This design comes from an exercise in tuning for a short achievable clock period and few clock cycles per item on the open sky130 flow, not from production work. The RTL was checked by simulation tests, not by an equivalence proof against the original design. Power is estimated from default activity; no workload was simulated.

File: design/flow/run.sh
#!/bin/bash
# synth_recipe.tcl (not shown) runs the flow's synth.tcl, then flattens the netlist and writes it again
# the make line also repeats each setting of config.mk as NAME=value (left out here)
make -C /OpenROAD-flow-scripts/flow DESIGN_CONFIG=/design/flow/config.mk WORK_HOME=/design/flow/orfs CLKGATE_MAP_FILE= SYNTH_SCRIPT=/design/flow/synth_recipe.tcl finish
File: design/flow/config.mk
export PLATFORM = sky130hd
export DESIGN_NAME = double_ended_queue_unit
export DESIGN_NICKNAME = double_ended_queue_unit
export VERILOG_FILES = /design/flow/design.v
export SDC_FILE = /design/flow/constraint.sdc
export NUM_CORES = 4
export LEC_CHECK = 0
export CAP_MARGIN = 20
export CORE_MARGIN = 2
export CORE_UTILIZATION = 40
export SLEW_MARGIN = 20
File: design/flow/constraint.sdc
create_clock -name core_clock -period 5.0 [get_ports {clk}]
set_input_delay 1.0000 -clock core_clock [delete_from_list [all_inputs] [get_ports {clk}]]
set_output_delay 1.0000 -clock core_clock [all_outputs]
set_load 0.01 [all_outputs]
File: design/flow/design.v
package deq_pkg;
  localparam int WORD_W  = 32;
  localparam int COUNT_W = 5;
  localparam logic [WORD_W-1:0] WORD_NONE = '1;
  typedef enum logic [2:0] {
    KIND_PUSH_FRONT = 3'd0,
    KIND_PUSH_BACK  = 3'd1,
    KIND_POP_FRONT  = 3'd2,
    KIND_POP_BACK   = 3'd3,
    KIND_CLEAR      = 3'd4,
    KIND_REVERSE    = 3'd5
  } deq_kind_t;
  typedef enum logic {
    ST_IDLE,
    ST_FILL
  } deq_state_t;
  typedef struct packed {
    logic                push_dropped;
    logic                is_empty;
    logic [COUNT_W-1:0]  entry_count;
    logic [WORD_W-1:0]   back_value;
    logic [WORD_W-1:0]   front_value;
    logic                popped_ok;
    logic [WORD_W-1:0]   popped_value;
  } deq_res_t;
endpackage
module deq_store #(
  parameter int DEPTH = 16,
  parameter int AW    = 4
) (
  input  logic                      clk,
  input  logic                      wr_en,
  input  logic [AW-1:0]             wr_addr,
  input  logic [deq_pkg::WORD_W-1:0] wr_data,
  input  logic                      rd_en,
  input  logic [AW-1:0]             rd_addr,
  output logic [deq_pkg::WORD_W-1:0] rd_data
);
  logic [deq_pkg::WORD_W-1:0] mem [DEPTH];
  logic [deq_pkg::WORD_W-1:0] rd_data_r;
  always_ff @(posedge clk) begin
    if (wr_en) begin
      mem[wr_addr] <= wr_data;
    end
    if (rd_en) begin
      rd_data_r <= mem[rd_addr];
    end
  end
  assign rd_data = rd_data_r;
endmodule
module deq_ctrl #(
  parameter int DEPTH = 16,
  parameter int AW    = 4,
  parameter int CW    = 5
) (
  input  logic                       clk,
  input  logic                       rst_n,
  input  logic                       in_valid,
  output logic                       in_ready,
  input  logic [2:0]                 in_kind,
  input  logic [deq_pkg::WORD_W-1:0] in_value,
  input  logic                       out_free,
  output logic                       res_load,
  output deq_pkg::deq_res_t          res,
  output logic                       wr_en,
  output logic [AW-1:0]              wr_addr,
  output logic [deq_pkg::WORD_W-1:0] wr_data,
  output logic                       rd_en,
  output logic [AW-1:0]              rd_addr,
  input  logic [deq_pkg::WORD_W-1:0] rd_data
);
  deq_pkg::deq_state_t        state_r, state_nxt;
  logic [AW-1:0]     head_r, head_nxt;
  logic [CW-1:0]     count_r, count_nxt;
  logic              rev_r, rev_nxt;
  logic [deq_pkg::WORD_W-1:0] hword_r, hword_nxt;    
  logic [deq_pkg::WORD_W-1:0] tword_r, tword_nxt;    
  logic [deq_pkg::WORD_W-1:0] popped_r, popped_nxt;
  logic              fill_head_r, fill_head_nxt;
  logic              accept;
  logic              fill_req;
  logic [deq_pkg::WORD_W-1:0] pop_val;
  logic              pop_ok;
  logic              dropped;
  logic [2:0]                 kind;
  localparam logic [AW-1:0] LAST_SLOT  = DEPTH - 1;
  localparam logic [CW-1:0] FULL_COUNT = DEPTH;
  localparam logic [CW-1:0] ONE_COUNT  = 1;
  localparam logic [CW-1:0] TWO_COUNT  = 2;
  function automatic logic [AW-1:0] slot_add(input logic [AW-1:0] i, input logic [CW-1:0] n);
    logic [CW:0] s;
    logic [CW:0] d;
    s = {{(CW+1-AW){1'b0}}, i} + {1'b0, n};
    d = DEPTH;
    if (s >= d) begin
      s = s - d;
    end
    slot_add = s[AW-1:0];
  endfunction
  function automatic logic [AW-1:0] slot_dec(input logic [AW-1:0] i);
    slot_dec = (i == '0) ? LAST_SLOT : i - 1'b1;
  endfunction
  assign kind   = in_kind;
  assign accept = in_valid && in_ready;
  always_comb begin
    head_nxt      = head_r;
    count_nxt     = count_r;
    rev_nxt       = rev_r;
    hword_nxt     = hword_r;
    tword_nxt     = tword_r;
    popped_nxt    = popped_r;
    fill_head_nxt = fill_head_r;
    wr_en         = 1'b0;
    wr_addr       = '0;
    wr_data       = in_value;
    rd_en         = 1'b0;
    rd_addr       = '0;
    pop_val       = deq_pkg::WORD_NONE;
    pop_ok        = 1'b0;
    dropped       = 1'b0;
    if (state_r == deq_pkg::ST_FILL) begin
      pop_val = popped_r;
      pop_ok  = 1'b1;
      if (fill_head_r) begin
        hword_nxt = rd_data;
      end else begin
        tword_nxt = rd_data;
      end
    end else if (accept) begin
      case (kind)
        deq_pkg::KIND_PUSH_FRONT, deq_pkg::KIND_PUSH_BACK: begin
          if (count_r == FULL_COUNT) begin
            dropped = 1'b1;
          end else begin
            count_nxt = count_r + 1'b1;
            wr_en     = 1'b1;
            if ((kind == deq_pkg::KIND_PUSH_FRONT) != rev_r) begin
              head_nxt  = slot_dec(head_r);
              wr_addr   = slot_dec(head_r);
              hword_nxt = in_value;
              if (count_r == '0) begin
                tword_nxt = in_value;
              end
            end else begin
              wr_addr   = slot_add(head_r, count_r);
              tword_nxt = in_value;
              if (count_r == '0) begin
                hword_nxt = in_value;
              end
            end
          end
        end
        deq_pkg::KIND_POP_FRONT, deq_pkg::KIND_POP_BACK: begin
          if (count_r != '0) begin
            pop_ok        = 1'b1;
            count_nxt     = count_r - 1'b1;
            fill_head_nxt = (kind == deq_pkg::KIND_POP_FRONT) != rev_r;
            if ((kind == deq_pkg::KIND_POP_FRONT) != rev_r) begin
              pop_val  = hword_r;
              head_nxt = slot_add(head_r, ONE_COUNT);
              if (count_r == TWO_COUNT) begin
                hword_nxt = tword_r;
              end else if (count_r > TWO_COUNT) begin
                rd_en   = 1'b1;
                rd_addr = slot_add(head_r, ONE_COUNT);
              end
            end else begin
              pop_val = tword_r;
              if (count_r == TWO_COUNT) begin
                tword_nxt = hword_r;
              end else if (count_r > TWO_COUNT) begin
                rd_en   = 1'b1;
                rd_addr = slot_add(head_r, count_r - TWO_COUNT);
              end
            end
            popped_nxt = pop_val;
          end
        end
        deq_pkg::KIND_CLEAR: begin
          count_nxt = '0;
        end
        deq_pkg::KIND_REVERSE: begin
          rev_nxt = ~rev_r;
        end
        default: begin
        end
      endcase
    end
  end
  assign fill_req = rd_en;
  always_comb begin
    state_nxt = state_r;
    unique case (state_r)
      deq_pkg::ST_IDLE: begin
        if (accept && fill_req) begin
          state_nxt = deq_pkg::ST_FILL;
        end
      end
      deq_pkg::ST_FILL: begin
        state_nxt = deq_pkg::ST_IDLE;
      end
      default: begin
        state_nxt = deq_pkg::ST_IDLE;
      end
    endcase
  end
  always_comb begin
    in_ready = 1'b0;
    res_load = 1'b0;
    unique case (state_r)
      deq_pkg::ST_IDLE: begin
        in_ready = out_free;
        res_load = accept && !fill_req;
      end
      deq_pkg::ST_FILL: begin
        res_load = 1'b1;
      end
      default: begin
      end
    endcase
  end
  always_comb begin
    res.popped_value = pop_val;
    res.popped_ok    = pop_ok;
    res.push_dropped = dropped;
    res.entry_count  = count_nxt;
    res.is_empty     = (count_nxt == '0);
    if (count_nxt == '0) begin
      res.front_value = deq_pkg::WORD_NONE;
      res.back_value  = deq_pkg::WORD_NONE;
    end else begin
      res.front_value = rev_nxt ? tword_nxt : hword_nxt;
      res.back_value  = rev_nxt ? hword_nxt : tword_nxt;
    end
  end
  always_ff @(posedge clk) begin
    if (!rst_n) begin
      state_r     <= deq_pkg::ST_IDLE;
      head_r      <= '0;
      count_r     <= '0;
      rev_r       <= 1'b0;
      fill_head_r <= 1'b0;
    end else begin
      state_r     <= state_nxt;
      head_r      <= head_nxt;
      count_r     <= count_nxt;
      rev_r       <= rev_nxt;
      fill_head_r <= fill_head_nxt;
    end
  end
  always_ff @(posedge clk) begin
    hword_r  <= hword_nxt;
    tword_r  <= tword_nxt;
    popped_r <= popped_nxt;
  end
endmodule
module double_ended_queue_unit #(
  parameter int DEPTH = 16
) (
  input  logic         clk,
  input  logic         rst_n,
  input  logic         in_tvalid,
  output logic         in_tready,
  input  logic [39:0]  in_tdata,    
  input  logic [2:0]   in_tuser,    
  output logic         out_tvalid,
  input  logic         out_tready,
  output logic [103:0] out_tdata    
);
  localparam int AW = (DEPTH > 1) ? $clog2(DEPTH) : 1;
  localparam int CW = $clog2(DEPTH + 1);
  logic              wr_en;
  logic [AW-1:0]     wr_addr;
  logic [deq_pkg::WORD_W-1:0] wr_data;
  logic              rd_en;
  logic [AW-1:0]     rd_addr;
  logic [deq_pkg::WORD_W-1:0] rd_data;
  logic              res_load;
  deq_pkg::deq_res_t          res;
  deq_pkg::deq_res_t          res_r;
  logic              out_valid_r;
  logic              out_free;
  assign out_free = !out_valid_r || out_tready;
  deq_ctrl #(
    .DEPTH(DEPTH),
    .AW   (AW),
    .CW   (CW)
  ) u_ctrl (
    .clk     (clk),
    .rst_n   (rst_n),
    .in_valid(in_tvalid),
    .in_ready(in_tready),
    .in_kind (in_tuser),
    .in_value(in_tdata[deq_pkg::WORD_W-1:0]),
    .out_free(out_free),
    .res_load(res_load),
    .res     (res),
    .wr_en   (wr_en),
    .wr_addr (wr_addr),
    .wr_data (wr_data),
    .rd_en   (rd_en),
    .rd_addr (rd_addr),
    .rd_data (rd_data)
  );
  deq_store #(
    .DEPTH(DEPTH),
    .AW   (AW)
  ) u_store (
    .clk    (clk),
    .wr_en  (wr_en),
    .wr_addr(wr_addr),
    .wr_data(wr_data),
    .rd_en  (rd_en),
    .rd_addr(rd_addr),
    .rd_data(rd_data)
  );
  always_ff @(posedge clk) begin
    if (!rst_n) begin
      out_valid_r <= 1'b0;
    end else if (res_load) begin
      out_valid_r <= 1'b1;
    end else if (out_tready) begin
      out_valid_r <= 1'b0;
    end
  end
  always_ff @(posedge clk) begin
    if (res_load) begin
      res_r <= res;
    end
  end
  assign out_tvalid = out_valid_r;
  assign out_tdata  = res_r;
endmodule
==> impl_results.md <==
- Run status: complete, no violations
- Worst-path cell chain: clkdlybuf4s50_1 > nor3b_2 > xnor2_2 > nand3_1 > and3_1 > o21ai_4 > buf_12 > o2111ai_1 > nand4_1
- Setup violators final: 0
- Library cells used by synthesis: 67
- IO Port Bufs: 144
- Die Height: between 300 and 400 um
- Setup TNS: 0 ns
- Mapped Cells: 2738
- Worst-path clk slew: 0.06 ns
- All-Layer GR Usage: 21.51%
- # nets final: roughly 2900
- Initial antenna violation count: 7
- RePlAce Congestion: 0.8428
- DRT Pass-1 Iters: 5
- Post-Syn Area: approximately 35000 sq um
- Worst setup EP type: register
- Area grow syn2layout: 16.00%
- Final wirelength: slightly below 100000 um
- Setup bufs post-CTS: 0
- H-tree depth: 3
- Vias: 23980
- DR iter-0 viols: 2262
- WP data arrival: 4.52 ns
- Count leader, synth: edfxtp_1
- Hold path start: u_ctrl.popped_r[1]$_DFFE_PP_
- Max clock buf depth: 3
- Worst setup path category: in2reg
- Worst R2R Start: u_ctrl.state_r$_SDFF_PP0_
- Required @ worst endpoint: 5.44 ns
- Synth top cells by count: edfxtp_1 (680), nor2_1 (326), mux2i_1 (198)
- Async SR Flop Fraction: 0%
- Power Dens Cells: 353.1 nW/um^2
- Area contributors post-synth: edfxtp_1 (58%), mux2i_1 (5.6%), dfxtp_1 (4.4%), mux2_2 (4.1%), nor2_1 (3.5%)
- Yosys reg bits: 757
- CP startpoint: in_tuser[0]
- Vias in the first global route: 23700
- Routed vias/inst: a little under 6
- ANT nets after route: 0
- Max cap viols: 0
- TritonCTS Buffers: 78
- Io pins: 153
- Hold Vio Cnt, Final: 0
- Slew HR: a little over a fifth
- Final Skew: between 0.04 and 0.05 ns
- Largest net degree at the start of global routing: 130
- Ratio of cells with drive above 1 in the final layout: 14.59%
- CP Max Fanout: 36
- Worst path max stage delay: approximately 0.9 ns
- # DRC: 0
- CTS Sinks: around 760
- Seq/Total Area, Yosys: 62.44%
- CP bufs+invs: 2
- Startpoint types: input port
- Area of the core: 86890 sq um
- Pwr Total: approximately 14 mW
- Post-synth top area share: 58.06%
- Slowest stage cell, crit path: o21ai_4
- Leakage Power: 13.19 nW
- Period utilization: 81.62%
- Avg Cell Area, Syn: 12.85 sq um
- CTS Hold Buffers Added: 0
- Die W: between 300 and 400 um
- CTS tree: yes
- Initial Util: 40.48%
- Hold Crit Class: reg2reg
- Rows: around 110
- Post-cts gate resize count: 0
- First-pass GRT wire length: 148200 um
- Net Count, Synth: 2801
- Routed wire per std cell: 24.48 um
- Dominant synthesized flop cell: edfxtp_1
- Leading area contributor after synthesis: edfxtp_1
- Unrepaired setup endpoints after global routing: no
- Yosys warns: 3
- Actual slew at the worst max-slew pin: approximately 1.2 ns
- Minimum clock period: around 4.1 ns
- Max Slew Vio Count: 0
- Clk root buf: clkbuf_16
- Fmax: 245.0 MHz
- GRT overflow: 0
- Worst VDD drop: approximately 0.00028 V
- Post-synth EDFFs: 680
- Clk Latency, worst-skew pair: 0.63 ns
- Die footprint: 90320 sq um
- Crit path max-delay family: buffers and inverters
- DP Wirelength: 56380 um
==> cell type report <==
type	instances	area [sq um]
Fill cell	7488	46090
Sequential cell	757	21970
Multi-Input combinational cell	1731	12380
Timing Repair Buffer	233	2449
Clock buffer	99	2105
Tap cell	1155	1445
Clock inverter	44	382.9
Inverter	14	52.55
Antenna cell	7	17.52
==> worst paths after layout <==
check	to	cells after the start	slack, ns
max	u_store.rd_data_r[7]$_DFFE_PP_	9	0.92
min	res_r[1]$_DFFE_PP_	1	0.55
max reg2reg	res_r[84]$_SDFFCE_PP1P_	8	0.97
min reg2reg	res_r[1]$_DFFE_PP_	1	0.55
==> cells by family after synthesis <==
kind of cell,share of synthesized area (%)
adders and majority gates,0.6119
muxes,9.733
buffers and inverters,3.049
and+or+nand+nor,9.360
AOI/OAI and AO/OA,14.51
xor gates and xnor gates,0.2988
DFF,62.44
==> routing by layer <==
metal	part of all wire [%]	vias to the layer above	GRT usage, %	wire length [um]
li1	-	10800	-	-
met5	0	-	0	0
met1	43	12100	29.70	42980
met3	7.6	157	3.297	7517
met4	2.5	0	7.476	2479
met2	46	919	34.60	45910
==> cells in the final DEF, fill, tap and decap left out, types with 26 or more instances in the layout <==
cell type        count
a211oi_1            26
a21o_1              65
a21oi_1             45
a221o_1             64
a221oi_2            28
a311o_1             30
buf_12              27
buf_4               62
clkbuf_16           81
clkdlybuf4s50_1    143
dfxtp_1             75
edfxtp_1           680
mux2_2             127
mux2i_1            197
nand2_1            139
nand4_1             31
nor2_1             305
nor2b_1             34
nor3_1             163
o2111ai_1           64
o211ai_1            34
o21a_1              35
o21ai_0            107
o31ai_1             72
o32a_1              33
==> through the flow <==
stage | utilization [%] | hold slack, ns | setup WS (ns) | cells | instance area [sq um]
6_report | 46.95 | 0.5540 | 0.9188 | 4040 | 40800
5_1_grt | 46.94 | 0.5654 | 0.7016 | 4036 | 40790
4_1_cts | 46.93 | 0.5558 | 1.002 | 4033 | 40780
3_5_place_dp | 44.07 | 0.5374 | 0.4024 | 3890 | 38290
3_3_place_gp | 44.07 | 0.5370 | 0.4188 | 3890 | 38290
2_1_floorplan | - | 0.5279 | 0.03390 | 2738 | 35170
==> report_power, final <==
| part | internal (mW) | switching [mW] |
|---|---|---|
| logic | 0.545 | 0.894 |
| clock network | 3.21 | 2.47 |
| registers | 7.08 | 0.201 |
| total | 10.8 | 3.57 |
==> state kept, by name (all words and copies together), names as in the netlist <==
name,cells
u_store.mem,512
res_r,104
u_ctrl.hword_r,32
u_ctrl.popped_r,32
u_ctrl.tword_r,32
u_store.rd_data_r,32
u_ctrl.count_r,5
u_ctrl.head_r,4
out_valid_r,1
u_ctrl.fill_head_r,1
u_ctrl.rev_r,1
u_ctrl.state_r,1
Testbench counts, summed over its fixed seeds: cycles 21,372, items 16,000.

## afterwards: timing with drivers on the ports
How much do the figures lean on ideal ports? The routed layout below was timed once more, with nothing changed but the port constraints. Step 1 assumes that a clkbuf_16 drives the clock port and a buf_2 every other input. Step 2 moves the port delays by t, midway between the first and last clock arrival at a register: inputs arrive t later, outputs are due t later. That takes back most of the time a late clock gives input paths. Three values: no drivers, after step 1, after step 2; two values: the first two.
t (ns): 0.681
setup slack, ns: 0.919 / 0.955 / 0.274
worst setup path at the end: input to register
pins driven straight from the clock port: 1
After both steps this run still meets setup and hold. For this run, drivers alone change the setup slack by +0.036 ns; drivers and shift together by -0.645 ns.
